Background: an optimization exercise with open tools, aiming at small area, a short achievable clock period and few clock cycles per item. Do not read the settings as production practice. RTL that was checked went through simulation tests only; none was proved equivalent to the original. Power figures rest on the tool's default switching activity, not on a simulated workload.

## power_calc
module power_calc (
    input  logic        clk,
    input  logic        rst,
    input  logic        in_valid,
    input  logic [19:0] in_data_1,
    input  logic [2:0]  in_data_2,
    output logic        busy,
    output logic        out_valid,
    output logic [59:0] out_data
);
For scale: roughly 1,600 cells after synthesis, ~180 flip-flops, ~88 I/O pins.
export LEC_CHECK = 0
export CAP_MARGIN = 20
export CORE_MARGIN = 2
export CORE_UTILIZATION = 55
export SLEW_MARGIN = 20
export SYNTH_HIERARCHICAL = 1
export SYNTH_MINIMUM_KEEP_SIZE = 0
create_clock -name core_clock -period 10.0 [get_ports {clk}]
standard.sh (not shown) runs the stock make flow with config.mk's settings and CLKGATE_MAP_FILE= SYNTH_SCRIPT=/design/flow/synth_recipe.tcl, a recipe that flattens the netlist after the stock synthesis.
==> flow/flow/run.sh <==
#!/bin/bash
# Standard layout, but with timing repair aiming past the 5 ns margin cap of config.mk.
set -euo pipefail
bash standard.sh SETUP_SLACK_MARGIN=6.3 finish > standard_flow.log 2>&1
The baseline passed the timing, DRC and antenna checks.
Then changed:
Settings changed: CORE_UTILIZATION 55 to 40.
Effect: Cell count goes up by about 7%. Final area goes up by about 0.47%. Synthesized cell count does not change. Synthesized area is unchanged. Worst setup slack degrades by 0.036 ns.
Function was not checked in any run of this note: the RTL went through the layout flow alone.

## v26
Another version of the RTL of power_calc (not shown whole).
Size in the first run: roughly 1500 cells after synthesis.
clock: 10.0 ns
lec_check: 0
cap_margin: 20
core_margin: 2
core_utilization: 40
cts_buf_list: sky130_fd_sc_hd__clkbuf_8
slew_margin: 20
synth_hierarchical: 1
synth_minimum_keep_size: 0
==> flow/flow/run.sh <==
#!/bin/bash
set -euo pipefail
bash standard.sh SETUP_SLACK_MARGIN=7.1 "BUFFER_PORTS_ARGS=-buffer_cell sky130_fd_sc_hd__buf_2" finish > standard_flow.log 2>&1
The following lists how v1 was set up differently from v26:
Settings: CTS_BUF_LIST: sky130_fd_sc_hd__clkbuf_8 -> sky130_fd_sc_hd__clkbuf_4 sky130_fd_sc_hd__clkbuf_8.
==> flow/flow/run.sh <==
#!/bin/bash
set -euo pipefail
bash standard.sh SETUP_SLACK_MARGIN=6.5 "BUFFER_PORTS_ARGS=-buffer_cell sky130_fd_sc_hd__buf_2" finish > standard_flow.log 2>&1
### Flow results
- Total power on v1 is down relative to v26.
- Against v26, v1 reports a routability congestion estimate from global placement that is higher.
- Per the comparison of v1 with v26, per-cell routed wire length now smaller; global-route wire length before repair shows a reduction of about 7%.
- Across both runs, clock share of power was higher for v1 than for v26.
- v26 → v1: shortest period the worst path allows increased by 0.13 ns relative to the old numbers, routed wire length fell 4000 um.
--- input diff v1..v29 ---
Settings: CTS_BUF_LIST: sky130_fd_sc_hd__clkbuf_4 sky130_fd_sc_hd__clkbuf_8 -> sky130_fd_sc_hd__clkbuf_8.
Findings:
- Between v29 and v1, the difference in critical path depth is negligible.
- Diff v1 -> v29: antenna violation net count after detailed routing held, tap cell count held, total congestion overflow held, global routing usage summed across all routing layers held.
- v29 -> v1: netlist area before placement delta 0, exact match
- The total I/O pin count was comparable across v29 and v1.
- Total negative slack for setup checks: v29 vs v1, no meaningful difference
- Count of multi-input combinational gates: v29 vs v1, no meaningful difference
- Diff v29..v1 | inverter count of the layout excluding clock inverters | unchanged
- Clock network power share: v1 vs v29, no meaningful difference
What v57 does differently from v29 at the input level:
Settings: CTS_BUF_LIST: sky130_fd_sc_hd__clkbuf_8 -> unset.
Findings:
Per the comparison of v57 with v29, design area now sits higher, worst setup slack now sits lower, fraction of area in registers now sits lower, count of cell instances traversed by the critical path now sits higher, wire length on met1 now sits higher.
Going from v29 to v57, pin slew with the least headroom to its limit grows by 0.18 ns.
v57 ended with more power than v29.
No functional check of the RTL was part of any run of this note.

RTL: one of the versions met above, not the one the previous note started from.
For scale: roughly 1,600 cells after synthesis, roughly 88 I/O pins, roughly 16,000 sq um of cells after synthesis.
Design power_calc, start of the top module:
module power_calc (
    input  logic        clk,
    input  logic        rst,
    input  logic        in_valid,
    input  logic [19:0] in_data_1,
    input  logic [2:0]  in_data_2,
    output logic        busy,
    output logic        out_valid,
    output logic [59:0] out_data
);
clock: 10.0 ns
lec_check: 0
cap_margin: 20
core_margin: 2
core_utilization: 40
slew_margin: 20
synth_hierarchical: 1
synth_minimum_keep_size: 0
==> flow/flow/run.sh <==
#!/bin/bash
set -euo pipefail
bash standard.sh SETUP_SLACK_MARGIN=6.5 "BUFFER_PORTS_ARGS=-buffer_cell sky130_fd_sc_hd__buf_1" finish > standard_flow.log 2>&1
Then changed:
==> flow/flow/run.sh (replaced) <==
#!/bin/bash
# Standard layout, but with timing repair aiming past the 5 ns margin cap of config.mk.
set -euo pipefail
bash standard.sh SETUP_SLACK_MARGIN=6.3 finish > standard_flow.log 2>&1
--- a/flow/config.mk
+++ b/flow/config.mk
@@ -6,4 +6,5 @@
 export NUM_CORES = 4
 export LEC_CHECK = 0
+export ABC_AREA = 1
 export CAP_MARGIN = 20
 export CORE_MARGIN = 2
- non-clock buffer count drops by 37
- worst hold slack got worse by 0.027 ns
- worst setup slack improved by 0.057 ns
- global-route usage climbs by 0.77 points
- utilization drops by 1.0 points
- cell count climbs by a quarter to a third
- combinational power drops by a few percent
- first-iteration DRC count drops by roughly a tenth
- total power drops slightly
Then changed:
==> flow/flow/run.sh (replaced) <==
#!/bin/bash
set -euo pipefail
bash standard.sh SETUP_SLACK_MARGIN=6.5 "BUFFER_PORTS_ARGS=-buffer_cell sky130_fd_sc_hd__buf_2" finish > standard_flow.log 2>&1
--- a/flow/config.mk
+++ b/flow/config.mk
@@ -6,5 +6,4 @@
 export NUM_CORES = 4
 export LEC_CHECK = 0
-export ABC_AREA = 1
 export CAP_MARGIN = 20
 export CORE_MARGIN = 2
Total power came out higher by a few percent.
Area after synthesis came out lower by a few percent.
Hold slack gets better by 0.034 ns.
Global-route usage came out lower by 0.81 points.
Then changed:
==> flow/flow/run.sh (replaced) <==
#!/bin/bash
# Standard layout, but with timing repair aiming past the 5 ns margin cap of config.mk.
set -euo pipefail
bash standard.sh SETUP_SLACK_MARGIN=6.5 finish > standard_flow.log 2>&1
Result: The changed run finished with timing, DRC and antenna clean. Non-clock buffer count increases by 1. Cell area increases by about 2.7%. Die area stays the same. Synthesized cell count does not change. Total power increases by 2.8%. Via count stays flat.
No functional check of the RTL was part of any run of this note.

## run A
Another version of the RTL of power_calc (not shown whole).
Size in the first run: about 1,800 cells after synthesis, roughly 180 flip-flops, about 88 I/O pins.
==> flow/design.v (excerpt) <==
module power_calc (
    input  logic        clk,
    input  logic        rst,
    input  logic        in_valid,
    input  logic [19:0] in_data_1,
    input  logic [2:0]  in_data_2,
    output logic        busy,
    output logic        out_valid,
    output logic [59:0] out_data
);
export LEC_CHECK = 0
export CAP_MARGIN = 20
export CORE_MARGIN = 2
export CORE_UTILIZATION = 40
export SLEW_MARGIN = 20
create_clock -name core_clock -period 10.0 [get_ports {clk}]
==> flow/flow/run.sh <==
#!/bin/bash
# Standard layout, but with timing repair aiming past the 5 ns margin cap of config.mk.
set -euo pipefail
bash standard.sh SETUP_SLACK_MARGIN=6.0 finish > standard_flow.log 2>&1
Testbench counts of run A, summed over its fixed seeds: cycles 12,967, items 1,920.
Inputs modified between run A and run B:
==> flow/flow/run.sh <==
#!/bin/bash
# Standard layout, but with timing repair aiming past the 5 ns margin cap of config.mk.
set -euo pipefail
bash standard.sh SETUP_SLACK_MARGIN=7.0 finish > standard_flow.log 2>&1
[summary]
Delta (run B minus run A): peak supply drop rose 76 uV; register-to-register slack rose 0.46 ns; via count of the first global-routing pass rose 752.
[compare] base=run A new=run B: overall global routing resource usage picked up an extra 2.1 points, fraction of area in multi-input gates lost 1.0 points.
Time the final worst path needs with I/O delays and setup: run A and run B compared, higher one is run A
As far as die width goes, run B and run A are indistinguishable; the numbers are identical.
[run B] critical path depth fell 1 relative to run A
Run B vs. run A: utilization after layout went up by 8.0 points.
diff inputs: run B => run C
==> flow/flow/run.sh <==
#!/bin/bash
# Standard layout, but with timing repair aiming past the 5 ns margin cap of config.mk.
set -euo pipefail
bash standard.sh SETUP_SLACK_MARGIN=6.6 finish > standard_flow.log 2>&1
### Flow results
Pin slew with the least headroom to its limit, run B and run C: smaller value in run B. When the final numbers for run B and run C were put side by side, the pin count of the biggest net entering global routing turned out to be smaller in run B. Run C vs. run B: non-clock buffer count saw a decrease; data-path buffer share of cell area in the final layout saw a decrease; global placement routability congestion saw little to no change. Run C vs run B, clock share of power went up by 1.9 points. Worst-case setup margin in the final layout (lower): run C. Compared with run B, run C shows area growth from synthesis to final layout lower by 13 points. Note that the via count recorded for run B amounts to 1.05 times the value seen in run C. Count of cells along the worst hold path across run B and run C: no real change. Compared with run B, run C shows detailed-router iteration count before antenna repair lower by 2.
#### Input delta (run D over run C)
==> flow/flow/run.sh <==
#!/bin/bash
# Standard layout, but with timing repair aiming past the 5 ns margin cap of config.mk.
set -euo pipefail
bash standard.sh SETUP_SLACK_MARGIN=6.3 finish > standard_flow.log 2>&1
Notes after the runs:
Diff run C -> run D: number of non-clock buffers went down 50, combinational cell fraction of total power went down 0.7 points. Run D vs run C — wire length of the first global-routing pass dropped slightly. As far as final-layout setup total negative slack goes, run D and run C are indistinguishable; the numbers are identical. Number of cells upsized or downsized after cts: run D and run C compared, higher one is run C. Summary of run D over run C: sequential power barely changed, power density relative to cell area now larger. Worst-case setup slack after placement delta (run D − run C): favourable. Global-route usage was higher in the run labelled run C.

Another version of the RTL of power_calc (not shown whole).
For scale: about 1500 cells after synthesis, ~180 flip-flops, about 88 I/O pins, ~0.016 mm^2 of cells after synthesis.
// power_calc
module power_calc (
    input  logic        clk,
    input  logic        rst,
    input  logic        in_valid,
    input  logic [19:0] in_data_1,
    input  logic [2:0]  in_data_2,
    output logic        busy,
    output logic        out_valid,
    output logic [59:0] out_data
);
    logic [19:0] b_r;        
    logic [9:0]  a_r;        
    logic [2:0]  j_r;        
    logic [2:0]  rem_r;      
    logic        act_r;      
    logic        first_r;    
    logic        small_r;    
    logic        kzero_r;    
    logic        gate_r;     
    logic        stall_r;    
    logic        bsmall_r;   
    logic [2:0]  nlast_r;    
    logic        busy_r;
    logic [9:0]  ls_r;       
    logic [9:0]  lc_r;       
    logic [19:0] cs_r;       
    logic [19:0] cc_r;       
    logic        co_r;       
    logic        cv_r;       
    logic [2:0]  cj_r;       
    logic        clast_r;    
    logic        cfin_r;     
    logic        ckz_r;      
    logic [59:0] acc_r;      
    logic        ov_r;
  ...
==> flow/config.mk <==
export PLATFORM = sky130hd
export DESIGN_NAME = power_calc
export DESIGN_NICKNAME = power_calc
export VERILOG_FILES = /design/flow/design.v
export SDC_FILE = /design/flow/constraint.sdc
export NUM_CORES = 4
export LEC_CHECK = 0
export CAP_MARGIN = 5
export CORE_MARGIN = 2
export CORE_UTILIZATION = 40
export CTS_BUF_LIST = sky130_fd_sc_hd__clkbuf_8
export SLEW_MARGIN = 5
export SYNTH_HIERARCHICAL = 1
export SYNTH_MINIMUM_KEEP_SIZE = 0
==> flow/constraint.sdc <==
create_clock -name core_clock -period 10.0 [get_ports {clk}]
set_input_delay 2.0000 -clock core_clock [delete_from_list [all_inputs] [get_ports {clk}]]
set_output_delay 2.0000 -clock core_clock [all_outputs]
set_load 0.01 [all_outputs]
==> flow/flow/run.sh <==
#!/bin/bash
set -euo pipefail
bash standard.sh SETUP_SLACK_MARGIN=6.5 "BUFFER_PORTS_ARGS=-buffer_cell sky130_fd_sc_hd__buf_2" finish > standard_flow.log 2>&1
Testbench counts at the start, summed over its fixed seeds: cycles 12,967, items 1,920.
Edit:
--- a/flow/config.mk
+++ b/flow/config.mk
@@ -7,7 +7,7 @@
 export LEC_CHECK = 0
-export CAP_MARGIN = 5
+export ABC_AREA = 1
+export CAP_MARGIN = 20
 export CORE_MARGIN = 2
 export CORE_UTILIZATION = 40
-export CTS_BUF_LIST = sky130_fd_sc_hd__clkbuf_8
-export SLEW_MARGIN = 5
+export SLEW_MARGIN = 20
 export SYNTH_HIERARCHICAL = 1
The new run completed without violations.
Area after synthesis grows by 6.4%.
Die area increases by 6.3%.
Clock power went up by 20%.
Routed wire length increases by 12%.
Maximum frequency goes up by 0.53%.
Critical path depth came out lower by 6.
Edit:
--- a/flow/config.mk
+++ b/flow/config.mk
@@ -7,3 +7,2 @@
 export LEC_CHECK = 0
-export ABC_AREA = 1
 export CAP_MARGIN = 20
@@ -11,2 +10,3 @@
 export CORE_UTILIZATION = 40
+export CTS_BUF_LIST = sky130_fd_sc_hd__clkbuf_8
 export SLEW_MARGIN = 20
=> Critical path depth goes up by 6; global-route usage goes down by 1.3 points; clock-buffer cell count goes up by 3; total power goes down by a few percent; wire length goes down by roughly a tenth; sequential cell count is unchanged; non-clock buffer count goes up by 5; fmax goes down slightly.
Edit:
--- a/flow/config.mk
+++ b/flow/config.mk
@@ -10,3 +10,2 @@
 export CORE_UTILIZATION = 40
-export CTS_BUF_LIST = sky130_fd_sc_hd__clkbuf_8
 export SLEW_MARGIN = 20
The changed run finished with timing, DRC and antenna clean.
Global-route usage barely changes.
Critical path depth is unchanged.
Core utilization rose by 0.42 points.
Clock skew fell by 0.0064 ns.
Total power rose by 3.9%.
Edit:
--- a/flow/config.mk
+++ b/flow/config.mk
@@ -9,3 +9,4 @@
 export CORE_MARGIN = 2
-export CORE_UTILIZATION = 40
+export CORE_UTILIZATION = 60
+export CTS_BUF_LIST = sky130_fd_sc_hd__clkbuf_8
 export SLEW_MARGIN = 20
What happened:
- final area went down by 1.7%
- power is lower by 3.4%
- sequential cell count is unchanged
- worst setup slack gets worse by 0.029 ns
- routed wire length drops by 1.7%

-- port drivers added, routing unchanged --
The results above use ideal ports. As a check the final layouts listed here were re-extracted and re-timed, cells and wires unchanged. Step 1 assumes that a clkbuf_16 drives the clock port and a buf_2 every other input. Step 2, shift: input delay + t, output delay - t, t = (earliest + latest rising clock arrival at the registers) / 2. This alone moves slack from input paths to output paths. Three values: no drivers, after step 1, after step 2; two values: the first two.
run	shift t [ns]	setup WS [ns]	cell pins on the clock port's net
the first run of note 1	0.487	6.372 / 6.372 / 6.101	1
the second run of note 1	0.493	6.337 / 6.337 / 6.203	1
v26	0.549	6.680 / 6.680 / 6.440	1
v1	0.531	6.552 / 6.552 / 6.274	1
v29	0.531	6.552 / 6.552 / 6.274	1
v57	0.495	6.506 / 6.506 / 6.279	1
the first run of note 3	0.499	6.442 / 6.442 / 6.091	1
the second run of note 3	0.506	6.499 / 6.448 / 6.023	1
the third run of note 3	0.495	6.542 / 6.542 / 6.423	1
the fourth run of note 3	0.495	6.506 / 6.473 / 6.165	1
run A	0.497	6.169 / 6.169 / 6.074	1
run B	0.507	6.630 / 6.630 / 6.544	1
run C	0.515	6.560 / 6.560 / 6.244	1
run D	0.499	6.402 / 6.402 / 6.140	1
the first run of note 5	0.530	6.556 / 6.556 / 6.271	1
the second run of note 5	0.502	6.574 / 6.574 / 6.222	1
the third run of note 5	0.526	6.539 / 6.539 / 6.120	1
the fourth run of note 5	0.491	6.541 / 6.541 / 6.253	1
the fifth run of note 5	0.522	6.511 / 6.511 / 6.476	1
After both steps every run listed still meets setup and hold. For the second run of note 3, which loses most, drivers alone change the setup slack by -0.051 ns; drivers and shift together by -0.476 ns.
